This design comes from an exercise in tuning for small area on the open sky130 flow, not from production work.
The RTL was checked by simulation tests, not by an equivalence proof against the original design.

// mac_nch_acc
module mac_nch_acc #(
    parameter int DW     = 18,
    parameter int CW     = 28,
    parameter int NCH    = 4,
    parameter int GUARD  = 2,
    parameter int OSHIFT = 24,
    parameter int OW     = 20
) (
    input  logic                         clk,
    input  logic                         rst,
    input  logic                         iv,
    input  logic [DW-1:0]                din,
    input  logic [CW-1:0]                cin,
    input  logic [((NCH <= 1) ? 1 : $clog2(NCH))-1:0]     ch,
    input  logic                         first,
    input  logic                         last,
    output logic [OW-1:0]                dout,
    output logic [((NCH <= 1) ? 1 : $clog2(NCH))-1:0]     och,
    output logic                         ov,
    output logic                         ovf
);
    localparam int AW = DW + CW + GUARD;    
    localparam int NR = DW / 2;             
    localparam int HW = AW - OSHIFT;        
    logic              v1, f1, l1;
    logic [1:0]        ch1;
    logic [3:0]        rd1;              
    logic [NR-1:0]     one, two, m1;
    logic              m2t;              
    logic [CW-1:0]     c1;
    logic [NR-1:0]     rone, rtwo, rm1;
    logic              rm2t;
    always_comb begin
        logic cy, s0, s1;
        cy = 1'b0;
  ...
==> flow/config.mk <==
export PLATFORM = sky130hd
export DESIGN_NAME = mac_nch_acc
export DESIGN_NICKNAME = mac_nch_acc
export VERILOG_FILES = /design/flow/design.v
export SDC_FILE = /design/flow/constraint.sdc
export NUM_CORES = 4
export LEC_CHECK = 0
export CAP_MARGIN = 20
export CORE_MARGIN = 2
export CORE_UTILIZATION = 60
export SLEW_MARGIN = 20
export SYNTH_HIERARCHICAL = 1
export SYNTH_MINIMUM_KEEP_SIZE = 0
==> flow/constraint.sdc <==
create_clock -name core_clock -period 7.5 [get_ports {clk}]
set_input_delay 1.5000 -clock core_clock [delete_from_list [all_inputs] [get_ports {clk}]]
set_output_delay 1.5000 -clock core_clock [all_outputs]
set_load 0.01 [all_outputs]
standard.sh (not shown) runs the stock make flow with config.mk's settings and CLKGATE_MAP_FILE= SYNTH_SCRIPT=/design/flow/synth_recipe.tcl, a recipe that flattens the netlist after the stock synthesis.
==> flow/flow/run.sh <==
#!/bin/bash
# Layout flow: the standard flow (standard.sh, with the standard synthesis
# unchanged) with
#  - plain buf_1 port buffers instead of the default delay-cell port buffers,
#  - clock tree synthesis without dummy loads, with clkbuf_4 buffers and
#    clusters of at most 10 sinks within 40 um.
# Each make run's full output goes to its own log file in this folder; ORFS's
# per-step logs are under orfs/logs/.
set -euo pipefail
bash standard.sh synth > flow_synth.log 2>&1
bash standard.sh \
    "BUFFER_PORTS_ARGS=-buffer_cell sky130_fd_sc_hd__buf_1" \
    "CTS_ARGS=-sink_clustering_enable -repair_clock_nets -dont_use_dummy_load -buf_list sky130_fd_sc_hd__clkbuf_4 -sink_clustering_size 10 -sink_clustering_max_diameter 40" \
    finish > flow_layout.log 2>&1
The baseline went through all stages and came out clean.
Change:
--- a/flow/design.v
+++ b/flow/design.v
@@ -34,24 +34,18 @@
     assign co = (a & b) | (a & c) | (b & c);
 endmodule
 module mac_ha (
     input  logic a, b,
     output logic s, co
 );
     assign s  = a ^ b;
     assign co = a & b;
 endmodule
-module mac_pps (
-    input  logic a1, a2, b1, b2, c1, c2,
-    output logic y
-);
-    assign y = ~((a1 & a2) | (b1 & b2) | (c1 & c2));
-endmodule
 module mac_cpa (input logic [47:0] a, b, output logic [47:0] s);
   logic [8:0] rc;
   assign rc[0] = 1'b0;
   mac_fa u_r0 (.a(a[0]), .b(b[0]), .c(rc[0]), .s(s[0]), .co(rc[1]));
   mac_fa u_r1 (.a(a[1]), .b(b[1]), .c(rc[1]), .s(s[1]), .co(rc[2]));
   mac_fa u_r2 (.a(a[2]), .b(b[2]), .c(rc[2]), .s(s[2]), .co(rc[3]));
   mac_fa u_r3 (.a(a[3]), .b(b[3]), .c(rc[3]), .s(s[3]), .co(rc[4]));
   mac_fa u_r4 (.a(a[4]), .b(b[4]), .c(rc[4]), .s(s[4]), .co(rc[5]));
   mac_fa u_r5 (.a(a[5]), .b(b[5]), .c(rc[5]), .s(s[5]), .co(rc[6]));
@@ -392,38 +386,26 @@
         znext = z;
         if (v1) znext[ch1] = 1'b0;
         for (int c = 0; c < 4; c++)
             rdsel[c] = (ch == 2'(c)) & ~first & ~znext[c];
     end
     assign arow = ~(({AW{rd1[0]}} & ~acc0) | ({AW{rd1[1]}} & ~acc1) |
                     ({AW{rd1[2]}} & ~acc2) | ({AW{rd1[3]}} & ~acc3));
     logic [NR-1:0]    m2, ppt, neg;
     logic [NR*CW-1:0] pp;
-    logic [CW-1:0]    c1n;
-    assign m2  = {m2t, {(NR-1){1'b0}}};
-    assign c1n = ~c1;
-    for (genvar i = 0; i < NR - 1; i++) begin : g_row
-        for (genvar j = 1; j < CW; j++) begin : g_bit
-            mac_pps u_pps (.a1(one[i]), .a2(c1[j]), .b1(two[i]), .b2(c1[j-1]),
-                           .c1(m1[i]), .c2(c1n[j]), .y(pp[i*CW+j]));
-        end
-    end
+    assign m2 = {m2t, {(NR-1){1'b0}}};
     always_comb begin
         for (int i = 0; i < NR; i++) begin
-            if (i == NR - 1) begin
-                for (int j = 0; j < CW; j++)
-                    pp[i*CW+j] = ~((one[i] & c1[j]) | (m1[i] & c1n[j]) |
-                                   (two[i] & ((j == 0) ? 1'b0 : c1[j-1])) |
-                                   (m2[i] & ((j == 0) ? 1'b1 : c1n[j-1])));
-            end else begin
-                pp[i*CW] = ~((one[i] & c1[0]) | (m1[i] & c1n[0]));
-            end
-            ppt[i] = ((one[i] | two[i]) & c1[CW-1]) | ((m1[i] | m2[i]) & c1n[CW-1]);
+            for (int j = 0; j < CW; j++)
+                pp[i*CW+j] = ~((one[i] & c1[j]) | (m1[i] & ~c1[j]) |
+                               (two[i] & ((j == 0) ? 1'b0 : c1[j-1])) |
+                               (m2[i] & ((j == 0) ? 1'b1 : ~c1[j-1])));
+            ppt[i] = ((one[i] | two[i]) & c1[CW-1]) | ((m1[i] | m2[i]) & ~c1[CW-1]);
             neg[i] = ~(m1[i] | m2[i]);
         end
     end
     logic [AW-1:0] ta, tb;
     logic s1;
     logic c2;
     logic s3;
     logic c4;
     logic s5;
Result: Register-to-register slack improved by 0.07 ns. Core utilization decreases by 2.0 points. Clock skew came out lower by 0.025 ns. Hold slack improved by 0.048 ns. Count of clock-buffer cells in the layout does not change. Maximum frequency is higher by about 1%. Final cell count came out higher by about 9%. First-iteration DRC count drops by 38%. Critical path depth came out higher by 1. Wire length went down by about 3%. Worst setup slack gets better by 0.075 ns.


old:
mac_nch_acc, a different RTL version from the one above (not shown whole).
For scale: roughly 1600 cells after synthesis, roughly 360 flip-flops, ~77 I/O pins, roughly 0.022 mm^2 of cells after synthesis.
==> flow/config.mk <==
export PLATFORM = sky130hd
export DESIGN_NAME = mac_nch_acc
export DESIGN_NICKNAME = mac_nch_acc
export VERILOG_FILES = /design/flow/design.v
export SDC_FILE = /design/flow/constraint.sdc
export NUM_CORES = 4
export LEC_CHECK = 0
export CAP_MARGIN = 20
export CORE_MARGIN = 2
export CORE_UTILIZATION = 60
export SLEW_MARGIN = 20
export SYNTH_HIERARCHICAL = 1
export SYNTH_MINIMUM_KEEP_SIZE = 0
==> flow/constraint.sdc <==
create_clock -name core_clock -period 7.5 [get_ports {clk}]
set_input_delay 1.5000 -clock core_clock [delete_from_list [all_inputs] [get_ports {clk}]]
set_output_delay 1.5000 -clock core_clock [all_outputs]
set_load 0.01 [all_outputs]
Scripts as last shown in full above: flow/flow/run.sh
old finished end to end and its layout was clean on timing, DRC and antenna.
Setup changes, old to new
--- a/flow/design.v
+++ b/flow/design.v
@@ -31,30 +31,24 @@
     output logic s, co
 );
     assign s  = a ^ b ^ c;
     assign co = (a & b) | (a & c) | (b & c);
 endmodule
 module mac_ha (
     input  logic a, b,
     output logic s, co
 );
     assign s  = a ^ b;
     assign co = a & b;
 endmodule
-module mac_pps (
-    input  logic a1, a2, b1, b2, c1, c2,
-    output logic y
-);
-    assign y = ~((a1 & a2) | (b1 & b2) | (c1 & c2));
-endmodule
 module mac_cpa (input logic [47:0] a, b, output logic [47:0] s);
   logic [10:0] rc;
   assign rc[0] = 1'b0;
   mac_fa u_r0 (.a(a[0]), .b(b[0]), .c(rc[0]), .s(s[0]), .co(rc[1]));
   mac_fa u_r1 (.a(a[1]), .b(b[1]), .c(rc[1]), .s(s[1]), .co(rc[2]));
   mac_fa u_r2 (.a(a[2]), .b(b[2]), .c(rc[2]), .s(s[2]), .co(rc[3]));
   mac_fa u_r3 (.a(a[3]), .b(b[3]), .c(rc[3]), .s(s[3]), .co(rc[4]));
   mac_fa u_r4 (.a(a[4]), .b(b[4]), .c(rc[4]), .s(s[4]), .co(rc[5]));
   mac_fa u_r5 (.a(a[5]), .b(b[5]), .c(rc[5]), .s(s[5]), .co(rc[6]));
   mac_fa u_r6 (.a(a[6]), .b(b[6]), .c(rc[6]), .s(s[6]), .co(rc[7]));
   mac_fa u_r7 (.a(a[7]), .b(b[7]), .c(rc[7]), .s(s[7]), .co(rc[8]));
   mac_fa u_r8 (.a(a[8]), .b(b[8]), .c(rc[8]), .s(s[8]), .co(rc[9]));
@@ -374,44 +368,32 @@
     logic [3:0]    z, znext, rdsel;
     logic [AW-1:0] arow, sum;
     always_comb begin
         znext = z;
         if (v1) znext[ch1] = 1'b0;
         for (int c = 0; c < 4; c++)
             rdsel[c] = (ch == 2'(c)) & ~first & ~znext[c];
     end
     assign arow = ~(({AW{rd1[0]}} & ~acc0) | ({AW{rd1[1]}} & ~acc1) |
                     ({AW{rd1[2]}} & ~acc2) | ({AW{rd1[3]}} & ~acc3));
     logic [NR-1:0]    m2, ppt, neg;
     logic [NR*CW-1:0] pp;
-    logic [CW-1:0]    c1n;
-    assign m2  = {m2t, {(NR-1){1'b0}}};
-    assign c1n = ~c1;
-    for (genvar i = 0; i < NR - 1; i++) begin : g_row
-        for (genvar j = 1; j < CW; j++) begin : g_bit
-            mac_pps u_pps (.a1(one[i]), .a2(c1[j]), .b1(two[i]), .b2(c1[j-1]),
-                           .c1(m1[i]), .c2(c1n[j]), .y(pp[i*CW+j]));
-        end
-    end
+    assign m2 = {m2t, {(NR-1){1'b0}}};
     always_comb begin
         for (int i = 0; i < NR; i++) begin
-            if (i == NR - 1) begin
-                for (int j = 0; j < CW; j++)
-                    pp[i*CW+j] = ~((one[i] & c1[j]) | (m1[i] & c1n[j]) |
-                                   (two[i] & ((j == 0) ? 1'b0 : c1[j-1])) |
-                                   (m2[i] & ((j == 0) ? 1'b1 : c1n[j-1])));
-            end else begin
-                pp[i*CW] = ~((one[i] & c1[0]) | (m1[i] & c1n[0]));
-            end
-            ppt[i] = ((one[i] | two[i]) & c1[CW-1]) | ((m1[i] | m2[i]) & c1n[CW-1]);
+            for (int j = 0; j < CW; j++)
+                pp[i*CW+j] = ~((one[i] & c1[j]) | (m1[i] & ~c1[j]) |
+                               (two[i] & ((j == 0) ? 1'b0 : c1[j-1])) |
+                               (m2[i] & ((j == 0) ? 1'b1 : ~c1[j-1])));
+            ppt[i] = ((one[i] | two[i]) & c1[CW-1]) | ((m1[i] | m2[i]) & ~c1[CW-1]);
             neg[i] = ~(m1[i] | m2[i]);
         end
     end
     logic [AW-1:0] ta, tb;
     logic s1;
     logic c2;
     logic s3;
     logic c4;
     logic s5;
     logic c6;
     logic s7;
     logic c8;
==> comparison <==
- Wire length of the first global-routing pass delta for new relative to old: about 2.4% lower
- [compare] base=old new=new: layout overhead on the synthesized area went down by 4.2 points.
- Cell area | new vs old | new larger
- Sequential area share after synthesis ended up 2.2 points lower on new than on old.
- Horizontal die dimension for new is higher than for old.
- Summary — worst setup slack after layout, new relative to old: higher, by 72 ps.
- Compared to old, new reaches a higher achievable clock.
- | global placer's final weighted congestion | new vs old | 3.2% lower |
- Diff old -> new: count of buffers not belonging to the clock network in the layout now smaller; post-layout instance count excluding filler cells went up by 8.5%; wire length shows a reduction of about 0.5%.

## static timing again, ports no longer ideal
The flow's constraints put no driver on any port. The routed layouts listed below were extracted and timed again, unchanged, in two steps.
Step 1 (the two cells are an assumption about what drives the block):
set clk [get_ports {clk}]
set_driving_cell -lib_cell sky130_fd_sc_hd__clkbuf_16 $clk
set_driving_cell -lib_cell sky130_fd_sc_hd__buf_2 [delete_from_list [all_inputs] $clk]
Step 2 times the ports against the registers' clock, not the clock port: input delays grow and output delays shrink by t, the midpoint of the rising clock arrivals with the driver on.
Three values: ideal, step 1, step 2; two values: the first two.
| run | t, ns | slack for setup (ns) | worst setup path after step 2 | worst slew at a driven data input, ns |
|---|---|---|---|---|
| the first run of note 1 | 0.791 | 0.208 / 0.208 / 0.208 | register to register | 0.06 |
| the second run of note 1 | 0.788 | 0.283 / 0.283 / 0.283 | register to register | 0.06 |
| old | 0.806 | 0.136 / 0.136 / 0.136 | register to register | 0.06 |
| new | 0.800 | 0.208 / 0.208 / 0.208 | register to register | 0.06 |
After both steps setup and hold are still met in every run listed.
